This is an optimization exercise on Yosys and OpenROAD, whose aim is small area, a short achievable clock period and few clock cycles per item, not a production implementation. No functional check of the RTL was part of this run. Power figures rest on the tool's default switching activity, not on a simulated workload.

<file path="flow/run.sh">
#!/bin/bash
# synth_recipe.tcl (not shown) runs the flow's synth.tcl, then flattens the netlist and writes it again
# the make line also repeats each setting of config.mk as NAME=value (left out here)
make -C /OpenROAD-flow-scripts/flow DESIGN_CONFIG=/design/flow/config.mk WORK_HOME=/design/flow/orfs CLKGATE_MAP_FILE= SYNTH_SCRIPT=/design/flow/synth_recipe.tcl finish
</file>
<file path="flow/config.mk">
export PLATFORM = sky130hd
export DESIGN_NAME = page_frame_replacement_top
export DESIGN_NICKNAME = page_frame_replacement_top
export VERILOG_FILES = /design/flow/design.v
export SDC_FILE = /design/flow/constraint.sdc
export NUM_CORES = 4
export LEC_CHECK = 0
export CAP_MARGIN = 20
export CORE_MARGIN = 2
export CORE_UTILIZATION = 40
export SLEW_MARGIN = 20
</file>
<file path="flow/constraint.sdc">
create_clock -name core_clock -period 5.0 [get_ports {clk}]
set_input_delay 1.0000 -clock core_clock [delete_from_list [all_inputs] [get_ports {clk}]]
set_output_delay 1.0000 -clock core_clock [all_outputs]
set_load 0.01 [all_outputs]
</file>
<file path="flow/design.v">
package pfr_pkg;
  localparam int NUM_FRAMES_DEF  = 16;
  localparam int STAMP_WIDTH_DEF = 32;
  localparam logic [1:0] OP_ALLOC   = 2'd0;
  localparam logic [1:0] OP_TOUCH   = 2'd1;
  localparam logic [1:0] OP_RELEASE = 2'd2;
  localparam logic [2:0] ST_FREE    = 3'd0;
  localparam logic [2:0] ST_EVICT   = 3'd1;
  localparam logic [2:0] ST_TOUCH   = 3'd2;
  localparam logic [2:0] ST_RELEASE = 3'd3;
  localparam logic [2:0] ST_REJECT  = 3'd4;
  typedef struct packed {
    logic [1:0] opcode;
    logic [3:0] frame_index;
    logic       is_write;
  } cmd_t;
  typedef struct packed {
    logic [3:0] result_frame;
    logic [2:0] status;
    logic       victim_dirty;
  } rsp_t;
endpackage
module page_frame_replacement_top #(
  parameter int NUM_FRAMES  = pfr_pkg::NUM_FRAMES_DEF,
  parameter int STAMP_WIDTH = pfr_pkg::STAMP_WIDTH_DEF
) (
  input  logic          clk,
  input  logic          rst,
  input  logic          start,
  output logic          busy,
  input  pfr_pkg::cmd_t cmd,
  output logic          done,
  output pfr_pkg::rsp_t rsp,
  input  logic          cfg_valid,
  output logic          cfg_ready,
  input  logic          cfg_data
);
  localparam int IDX_W = $clog2(NUM_FRAMES);
  localparam logic [IDX_W-1:0] LAST = IDX_W'(NUM_FRAMES - 1);
  typedef enum logic [2:0] {
    S_IDLE,
    S_FREE,
    S_CLOCK,
    S_LRU,
    S_GRANT
  } state_t;
  state_t                 state;
  logic [IDX_W-1:0]       pos;
  logic [IDX_W-1:0]       n;
  logic [1:0]             pass;
  logic [IDX_W-1:0]       victim;
  logic [IDX_W-1:0]       hand;
  logic [IDX_W-1:0]       cmp_pos;
  logic                   cmp_valid;
  logic [STAMP_WIDTH-1:0] best_stamp;
  logic [STAMP_WIDTH-1:0] ltime;
  logic                   policy;
  logic [NUM_FRAMES-1:0]  occ_bits;
  logic [NUM_FRAMES-1:0]  use_bits;
  logic [NUM_FRAMES-1:0]  dirty_bits;
  logic [STAMP_WIDTH-1:0] stamps [NUM_FRAMES];
  logic [STAMP_WIDTH-1:0] rd_data;
  logic [IDX_W+3:0]       idx_ext;
  logic [IDX_W-1:0]       idx_f;
  logic                   idx_ok;
  logic [IDX_W-1:0]       pos_wrap;
  logic [STAMP_WIDTH-1:0] ltime_next;
  logic                   clk_hit;
  logic                   lru_take;
  logic [IDX_W-1:0]       lru_victim;
  logic                   st_we;
  logic [IDX_W-1:0]       st_addr;
  logic [IDX_W+3:0]       victim_ext;
  assign busy      = (state != S_IDLE);
  assign cfg_ready = 1'b1;
  always_comb begin
    idx_ext    = {{IDX_W{1'b0}}, cmd.frame_index};
    idx_f      = idx_ext[IDX_W-1:0];
    idx_ok     = (idx_ext < (IDX_W + 4)'(NUM_FRAMES)) && occ_bits[idx_f];
    pos_wrap   = (pos == LAST) ? '0 : pos + 1'b1;
    ltime_next = (&ltime) ? ltime : ltime + 1'b1;
    clk_hit    = !use_bits[pos] && (dirty_bits[pos] == pass[0]);
    lru_take   = (cmp_pos == '0) || (rd_data < best_stamp);
    lru_victim = lru_take ? cmp_pos : victim;
    st_we      = (state == S_GRANT) ||
                 ((state == S_IDLE) && start && (cmd.opcode == pfr_pkg::OP_TOUCH) && idx_ok);
    st_addr    = (state == S_GRANT) ? victim : idx_f;
    victim_ext = {4'b0, victim};
  end
  always_ff @(posedge clk) begin
    if (st_we) begin
      stamps[st_addr] <= ltime_next;
    end
    rd_data <= stamps[pos];
  end
  always_ff @(posedge clk) begin
    if (rst) begin
      state      <= S_IDLE;
      done       <= 1'b0;
      occ_bits   <= '0;
      use_bits   <= '0;
      dirty_bits <= '0;
      hand       <= '0;
      ltime      <= '0;
      policy     <= 1'b0;
      pass       <= '0;
      n          <= '0;
      cmp_valid  <= 1'b0;
    end else begin
      done <= 1'b0;
      if (cfg_valid && cfg_ready) begin
        policy <= cfg_data;
      end
      unique case (state)
        S_IDLE: begin
          if (start) begin
            rsp.result_frame <= cmd.frame_index;
            rsp.victim_dirty <= 1'b0;
            rsp.status       <= pfr_pkg::ST_REJECT;
            done             <= (cmd.opcode != pfr_pkg::OP_ALLOC);
            unique case (cmd.opcode)
              pfr_pkg::OP_ALLOC: begin
                pos   <= '0;
                state <= S_FREE;
              end
              pfr_pkg::OP_TOUCH: begin
                if (idx_ok) begin
                  use_bits[idx_f] <= 1'b1;
                  if (cmd.is_write) begin
                    dirty_bits[idx_f] <= 1'b1;
                  end
                  ltime      <= ltime_next;
                  rsp.status <= pfr_pkg::ST_TOUCH;
                end
              end
              pfr_pkg::OP_RELEASE: begin
                if (idx_ok) begin
                  occ_bits[idx_f]   <= 1'b0;
                  use_bits[idx_f]   <= 1'b0;
                  dirty_bits[idx_f] <= 1'b0;
                  rsp.status        <= pfr_pkg::ST_RELEASE;
                end
              end
              default: begin
              end
            endcase
          end
        end
        S_FREE: begin
          if (!occ_bits[pos]) begin
            victim     <= pos;
            rsp.status <= pfr_pkg::ST_FREE;
            state      <= S_GRANT;
          end else if (pos == LAST) begin
            rsp.status <= pfr_pkg::ST_EVICT;
            if (policy) begin
              pos       <= '0;
              cmp_valid <= 1'b0;
              state     <= S_LRU;
            end else begin
              pos   <= hand;
              n     <= '0;
              pass  <= '0;
              state <= S_CLOCK;
            end
          end else begin
            pos <= pos_wrap;
          end
        end
        S_CLOCK: begin
          if (clk_hit) begin
            victim <= pos;
            hand   <= pos_wrap;
            state  <= S_GRANT;
          end else begin
            if (pass[0]) begin
              use_bits[pos] <= 1'b0;
            end
            pos <= pos_wrap;
            if (n == LAST) begin
              n    <= '0;
              pass <= pass + 1'b1;
            end else begin
              n <= n + 1'b1;
            end
          end
        end
        S_LRU: begin
          pos       <= pos_wrap;
          cmp_pos   <= pos;
          cmp_valid <= 1'b1;
          if (cmp_valid) begin
            if (lru_take) begin
              best_stamp <= rd_data;
            end
            victim <= lru_victim;
            if (cmp_pos == LAST) begin
              state <= S_GRANT;
            end
          end
        end
        S_GRANT: begin
          occ_bits[victim]   <= 1'b1;
          use_bits[victim]   <= 1'b1;
          dirty_bits[victim] <= 1'b0;
          ltime              <= ltime_next;
          rsp.result_frame   <= victim_ext[3:0];
          rsp.victim_dirty   <= (rsp.status == pfr_pkg::ST_EVICT) && dirty_bits[victim];
          done               <= 1'b1;
          state              <= S_IDLE;
        end
        default: state <= S_IDLE;
      endcase
    end
  end
endmodule
</file>
==> impl_metrics.env <==
export IMPL_grt_pass1_wl_um=109200
export IMPL_drc_errors=0
export IMPL_synth_cells=1817
export IMPL_critPathArrivalTime_ns=4.25
export IMPL_synth_edf_count=564
export IMPL_h_tree_depth=3
export IMPL_numCtsBuffers=76
export IMPL_cts_root_buf="clkbuf_16"
export IMPL_firstDrtPassIters=6
export IMPL_path_depth=6
export IMPL_ios=23
export IMPL_timing_rr_end="victim[1]"
export IMPL_synth_compound_area_frac=0.05858
export IMPL_worst_slew_margin_rel=0.2785
export IMPL_vdd_drop_max_uv=255.7
export IMPL_synth_mux_area_frac=0.1485
export IMPL_die_y_um=274.8
export IMPL_finClkSkew_ns=0.06179
export IMPL_crit_chain="mux4_2 > mux2i_1 > a211oi_1 > a31oi_2 > nor4bb_1 > o21a_1"
export IMPL_fin_nets=1932
export IMPL_ys_seq_area_frac=0.6642
export IMPL_track_usage=0.1950
export IMPL_utilization=0.4636
export IMPL_place_congestion=0.8989
export IMPL_crit_path_end="victim[1]"
export IMPL_grt_antenna_before_repair=1
export IMPL_synth_warnings=1
export IMPL_reg2reg_depth=6
export IMPL_final_cells=2894
export IMPL_syn_avg_cell_area_um2=16.14
export IMPL_cp_start_kind="flop"
export IMPL_postCtsSetupBuffers=0
export IMPL_initial_core_util=0.4033
export IMPL_syn_area_um2=29330
export IMPL_path_class="reg -> reg"
export IMPL_cpPeakStageDelay_ns=1.01
export IMPL_die_area_um2=75500
export IMPL_insertion_delay_ns=0.65
export IMPL_syn_num_nets=1878
export IMPL_crit_family="compound AO/OA/AOI/OAI gates"
export IMPL_synth_xor_area_frac=0.01881
export IMPL_tightest_slew_ns=1.077
export IMPL_synth_async_reset_ratio=0
export IMPL_first_global_vias=16702
export IMPL_synth_adder_area_share=0.02091
export IMPL_setup_viol=0
export IMPL_fp_row_count=99
export IMPL_p_total_mw=12.13
export IMPL_cts_tree="built"
export IMPL_wl_per_cell_um=25.08
export IMPL_fmax_ghz=0.2536
export IMPL_fin_crit_sh=0.7887
export IMPL_power_density_nw_per_um2=359.8
export IMPL_overflow=0
export IMPL_final_cell_mix="edfxtp_1, mux4_2, dfxtp_1, nand2_1, nor2_1"
export IMPL_tns_ns=0
export IMPL_avgViaCountPerCell=5.841
export IMPL_maxCapViolCount=0
export IMPL_r2r_slack_ns=1.06
export IMPL_rsz0062_at_grt="false"
export IMPL_cts_sinks=691
export IMPL_synthSimpleGateAreaFrac=0.06643
export IMPL_seq_area_um2=19480
export IMPL_period_minus_slack_ns=3.943
export IMPL_worst_path_buf_inv=0
export IMPL_critPathMaxFanout=15
export IMPL_first_iter_violations=1717
export IMPL_grt_max_degree=132
export IMPL_multi_input_area_um2=9482
export IMPL_core_area_um2=72710
export IMPL_rr_startpoint="pos[0]"
export IMPL_layout_commonest_cell="edfxtp_1"
export IMPL_clk_pin_slew_ns=0.06
export IMPL_postCtsResizedCells=0
export IMPL_synth_seq_cells=691
export IMPL_crit_start="pos[0]"
export IMPL_fp_dieW_um=274.8
export IMPL_cts_hold_fix_buffers=0
export IMPL_place_hpwl_um=48160
export IMPL_synthFlopType="edfxtp_1"
export IMPL_drive_above_1_share=0.2191
export IMPL_fillCellCount=6139
export IMPL_wirelength_um=72590
export IMPL_yosysUniqueCellTypes=87
export IMPL_cp_required_ns=5.31
export IMPL_postRouteAntennaNets=0
export IMPL_hold_violations=0
export IMPL_cp_slowest_cell="edfxtp_1"
export IMPL_cts_path_max_buffers=3
export IMPL_antenna_cells=0
export IMPL_dp_cells=2748
export IMPL_vias=16905
export IMPL_p_leak_nw=12.21
export IMPL_synth_top_family_by_area="multiplexers"
export IMPL_area_growth_pct=14.93
export IMPL_status="timing/DRC/antenna clean"
export IMPL_slew_violations=0
export IMPL_hold_path_class="reg -> reg"
export IMPL_crit_path_end_kind="flop"
export IMPL_numPortBuffers=21
-- per-layer routing --
metal	routed length, µm	track usage
met5	0	0
met4	1229	0.05007
met3	5643	0.04032
met2	32370	0.2856
met1	33350	0.2966
-- state kept, by name, summed over array words and instances (netlist names), named ones only --
name        cells
best_stamp     32
cmp_pos         4
cmp_valid       1
done            1
hand            4
ltime          32
n               4
occ_bits       16
pass            1
policy          1
pos             4
rd_data        32
rsp             8
stamps        512
state           3
victim          4
-- how the worst min path moves through the flow --
stage | start | to | cells after the start
6_report | rd_data[22] | best_stamp[22] | 0
2_1_floorplan | rd_data[0] | best_stamp[0] | 0
4_1_cts | rd_data[22] | best_stamp[22] | 0
3_5_place_dp | rd_data[25] | best_stamp[25] | 0
5_1_grt | rd_data[31] | best_stamp[31] | 0
3_3_place_gp | rd_data[0] | best_stamp[0] | 0
-- metrics by stage --
step / instance area [µm²] / hold slack (ns) / worst slack, ns
floorplan: 29330 / 0.3995 / 1.081
global placement: 30950 / 0.4125 / 0.6343
detailed placement: 31120 / 0.4230 / 0.6920
CTS: 33590 / 0.4360 / 1.083
global route: 33710 / 0.4445 / 0.8732
finish: 33710 / 0.4335 / 1.057
-- cell families after synthesis --
kind of cell,count (synthesis)
flops,691
simple gates,391
compound gates,252
mux,209
buf+inv,161
xor+xnor,63
fa+ha+maj,49
other cells,1
-- worst reg2reg max path: stages, from the launching register on --
cell and delay [ns]:
edfxtp_1 1.01, mux4_2 0.73, mux2i_1 0.15, a211oi_1 0.44, a31oi_2 0.28, nor4bb_1 0.73
o21a_1 0.32
-- cell type report --
cell class,count,share of cell area
clock buffer,104,0.06199
inverter,59,0.006570
sequential,691,0.5779
timing repair buffer,78,0.02546
multi-input combinational,965,0.2813
tap,959,0.03560
clock inverter,38,0.01117
-- power by group --
group | internal, mW | switching (mW)
sequential | 6.16 | 0.0330
combinational | 0.166 | 0.306
clock | 3.13 | 2.33
-- synthesized netlist by cell type (6+ instances only) --
| cell | instances | area, µm² |
|---|---|---|
| edfxtp_1 | 564 | 16940 |
| mux4_2 | 179 | 4031 |
| dfxtp_1 | 127 | 2542 |
| nor2_1 | 103 | 386.6 |
| nand2_1 | 87 | 326.6 |
| a21oi_1 | 68 | 340.3 |
| clkbuf_1 | 63 | 236.5 |
| inv_1 | 57 | 214.0 |
| nand3_1 | 50 | 250.2 |
| ha_1 | 49 | 613.1 |
| xnor2_1 | 36 | 315.3 |
| nand4_1 | 34 | 212.7 |
| o21ai_0 | 31 | 155.2 |
| xor2_1 | 27 | 236.5 |
| buf_2 | 25 | 125.1 |
| a31oi_1 | 23 | 143.9 |
| nor3_1 | 23 | 115.1 |
| o211ai_1 | 19 | 142.6 |
| nor4_1 | 18 | 112.6 |
| mux2i_1 | 16 | 160.2 |
| a21o_1 | 14 | 105.1 |
| and3_1 | 14 | 87.58 |
| o21ai_1 | 14 | 70.07 |
| buf_1 | 10 | 37.54 |
| mux2_2 | 10 | 112.6 |
| nand2b_1 | 10 | 62.56 |
| a311oi_1 | 8 | 70.07 |
| nor2b_1 | 8 | 50.05 |
| or3_1 | 8 | 50.05 |
| a41oi_1 | 6 | 52.55 |
| o21a_1 | 6 | 45.04 |
| or2_2 | 6 | 37.54 |

[static timing again, ports no longer ideal]
Ports are ideal in the flow. The routed layout listed here was re-timed in OpenROAD.
Step 1 sets driving cells, clkbuf_16 on the clock port and buf_2 on the other inputs (assumed; they add their load-dependent delay and slew).
Step 2, shift: input delay + t, output delay - t, t = (earliest + latest rising clock arrival at the registers) / 2. This alone moves slack from input paths to output paths.
a / b / c = no drivers / after step 1 / after step 2; a / b = the first two.
t, ns: 0.681
slack for setup (ns): 1.057 / 1.057 / 0.767
worst slew at a driven data input, ns: 0.05
After both steps setup and hold are still met in this run. The setup slack of this run moves by 0.000 ns with the drivers and by -0.290 ns with both steps.
